What follows belongs to an exercise in optimizing a design on an open flow for small area, a short achievable clock period and few clock cycles per item; a production flow would make more cautious choices.
Only simulation tests tie the RTL to the original design; equivalence was not proved.
No activity file was given, so power comes from the tool's default toggle rates.

Setup of 07-04:
// differential_temp_fan_stepper_core
module differential_temp_fan_stepper_core
(
    input  wire logic        clk,
    input  wire logic        rst_n,
    input  wire logic        sensor_valid,
    output logic             sensor_ready,
    input  wire logic [15:0] sensor_sample_a,
    input  wire logic [15:0] sensor_sample_b,
    output logic             status_valid,
    input  wire logic        status_ready,
    output logic [2:0]       status_fan_level,
    output logic             status_level_changed,
    output logic             status_compared,
    output logic [14:0]      status_average_difference,
    output logic             status_relay_low_cap,
    output logic             status_relay_high_cap,
    output logic             status_main_relay,
    input  wire logic        cfg_valid,
    output logic             cfg_ready,
    input  wire logic [3:0]  cfg_index,
    input  wire logic [15:0] cfg_data
);
clock: 8.0 ns
lec_check: 0
cap_margin: 20
core_margin: 2
core_utilization: 40
cts_cluster_diameter: 120
cts_cluster_size: 22
setup_slack_margin: 4
slew_margin: 20
synth_hierarchical: 1
run.sh (not shown) runs the stock make flow with config.mk's settings and CLKGATE_MAP_FILE= SYNTH_SCRIPT=/design/flow/synth_recipe.tcl, a recipe that flattens the netlist after the stock synthesis.
Testbench counts of 07-04, summed over its fixed seeds: cycles 16,040, items 16,000.
Modified inputs, 03-23 compared to 07-04
- setting ABC_AREA to 1 for the first time
- removing SYNTH_HIERARCHICAL (formerly 1)
- changing SETUP_SLACK_MARGIN from 4 to 4.5
## What came out
03-23 vs 07-04, utilization went down by 0.50 points. In the metrics for 07-04 and 03-23, the one carrying the higher power per cell area is 07-04. Count of standard-cell rows of 03-23 falls short of that of 07-04 by a few percent. Area overhead of the layout relative to synthesis (higher): 07-04. [compare] base=07-04 new=03-23: routed wire length shows a reduction of 9.5 mm, finished layout cell area saw a decrease.


Setup of run A:
Another version of the RTL of differential_temp_fan_stepper_core (not shown whole).
For scale: roughly 400 flip-flops, roughly 83 I/O pins.
==> flow/config.mk <==
export PLATFORM = sky130hd
export DESIGN_NAME = differential_temp_fan_stepper_core
export DESIGN_NICKNAME = differential_temp_fan_stepper_core
export VERILOG_FILES = /design/flow/design.v
export SDC_FILE = /design/flow/constraint.sdc
export NUM_CORES = 4
export LEC_CHECK = 0
export ABC_AREA = 1
export CAP_MARGIN = 20
export CORE_MARGIN = 2
export CORE_UTILIZATION = 55
export CTS_CLUSTER_DIAMETER = 120
export CTS_CLUSTER_SIZE = 22
export SETUP_SLACK_MARGIN = 5
export SLEW_MARGIN = 20
export SYNTH_HIERARCHICAL = 1
==> flow/constraint.sdc <==
create_clock -name core_clock -period 8.0 [get_ports {clk}]
set_input_delay 1.6000 -clock core_clock [delete_from_list [all_inputs] [get_ports {clk}]]
set_output_delay 1.6000 -clock core_clock [all_outputs]
set_load 0.01 [all_outputs]
standard.sh (not shown) runs the stock make flow with config.mk's settings and CLKGATE_MAP_FILE= SYNTH_SCRIPT=/design/flow/synth_recipe.tcl, a recipe that flattens the netlist after the stock synthesis.
==> flow/flow/run.sh <==
#!/bin/bash
# Layout flow: the standard flow (standard.sh, synthesis to finish),
# unchanged except that buffer_ports builds the input and output port
# buffers from sky130_fd_sc_hd__buf_2 rather than the cell it picks itself.
# standard.sh's full output is kept in standard.log in this folder.
set -e
export BUFFER_PORTS_ARGS="-buffer_cell sky130_fd_sc_hd__buf_2"
bash standard.sh > standard.log 2>&1
No stage failed in run A, and the final checks on the layout all came back clean.
Testbench counts of run A, summed over its fixed seeds: cycles 16,040, items 16,000.
For run B, these inputs were changed with respect to run A:
-- flow/config.mk --
<<< run A, line 11
export CORE_UTILIZATION = 55
>>> run B, line 11
export CORE_UTILIZATION = 40
==> comparison <==
- Changes observed in run B relative to run A: height of the die grew by 17%; combinational power share shrank by 0.7 points; met3 capacity usage during global routing shrank by 0.54 points.
- Looking at run A and run B, the post-layout minimum cycle time is a wash.
- Going from run A to run B, wire length reported by the detailed router shrank by a few percent.
- Against run A, area enclosed by the die boundary in run B came out worse.
- Total power: run B < run A
- Changes observed in run B relative to run A: cell count now sits higher, slack of the critical path now sits at about the same level, post-CTS setup buffer count now sits lower, part of the power in the clock network now sits higher.
- Run B: no failed stages, no open violations at the end
### run B -> run C
==> flow/run.sh (new file) <==
#!/bin/bash
# synth_recipe.tcl (not shown) runs the flow's synth.tcl, then flattens the netlist and writes it again
# the make line also repeats each setting of config.mk as NAME=value (left out here)
make -C /OpenROAD-flow-scripts/flow DESIGN_CONFIG=/design/flow/config.mk WORK_HOME=/design/flow/orfs CLKGATE_MAP_FILE= SYNTH_SCRIPT=/design/flow/synth_recipe.tcl finish
-- flow/config.mk --
<<< run B, line 12
export CTS_CLUSTER_DIAMETER = 120
export CTS_CLUSTER_SIZE = 22
>>> run C, line 12
export CTS_BUF_LIST = sky130_fd_sc_hd__clkbuf_8
export CTS_CLUSTER_DIAMETER = 100
export CTS_CLUSTER_SIZE = 16
removed: flow/flow/run.sh
removed: flow/standard.sh
## What came out
Run C closes out successfully: all stages finished, all timing, DRC and antenna checks passed. Run C: area added between synthesis and finish is 1.8 points higher than what run B reported. Delta(detailed-route wire length per cell, run C - run B) > 0. Comparing run B against run C, there is no change at all in floorplan die area. Run B ended up with sky130_fd_sc_hd__inv_4 as its slowest cell on the critical path; run C ended up with sky130_fd_sc_hd__nand3_1. Against run B, run C comes in 104 higher on via count. Compared with run B, combinational power in run C increased by a few percent.
What run D does differently from run C at the input level:
-- flow/config.mk --
<<< run C, line 12
export CTS_BUF_LIST = sky130_fd_sc_hd__clkbuf_8
export CTS_CLUSTER_DIAMETER = 100
export CTS_CLUSTER_SIZE = 16
>>> run D, line 12
export CTS_CLUSTER_DIAMETER = 120
export CTS_CLUSTER_SIZE = 22
==> run notes <==
Run D finished all stages; the layout is clean. Higher power was reported by run D, not run C. Taking run C as the reference point, the synthesis-to-finish area growth of run D rises by 0.80 points. Combined area of all synthesized cells came out exactly the same in run C and run D. Run D has more setup slack than run C. Taking run C as the reference, in run D clock-buffer cell count moved up; setup slack of the worst register-to-register path has decreased. Maximum frequency: run C and run D compared, higher one is run D. Diff run C..run D | count of inverters other than clock inverters in the layout | negligible.

re-timing with driven ports:
In the flow no input, the clock included, has a driving cell. The finished layouts below were timed again as built, in two steps.
Step 1, drivers: a clkbuf_16 drives clk and a buf_2 each remaining input, both assumed.
Step 2, shift: input delay + t, output delay - t, t = (earliest + latest rising clock arrival at the registers) / 2. This alone moves slack from input paths to output paths.
Slacks: ideal ports / drivers / drivers and shift; pairs: ideal ports / drivers.
run | t, ns | setup WS [ns] | clock arrival spread, ns
07-04 | 0.615 | 4.098 / 4.119 / 3.514 | 0.030 / 0.030
03-23 | 0.595 | 4.546 / 4.573 / 3.978 | 0.017 / 0.016
run A | 0.604 | 5.166 / 5.178 / 4.597 | 0.018 / 0.018
run B | 0.601 | 5.166 / 5.175 / 4.597 | 0.027 / 0.027
run C | 0.688 | 4.980 / 5.002 / 4.314 | 0.055 / 0.054
run D | 0.600 | 5.078 / 5.078 / 4.512 | 0.036 / 0.036
After both steps setup and hold are still met in every run listed. For run C, which loses most, drivers alone change the setup slack by +0.022 ns; drivers and shift together by -0.666 ns.
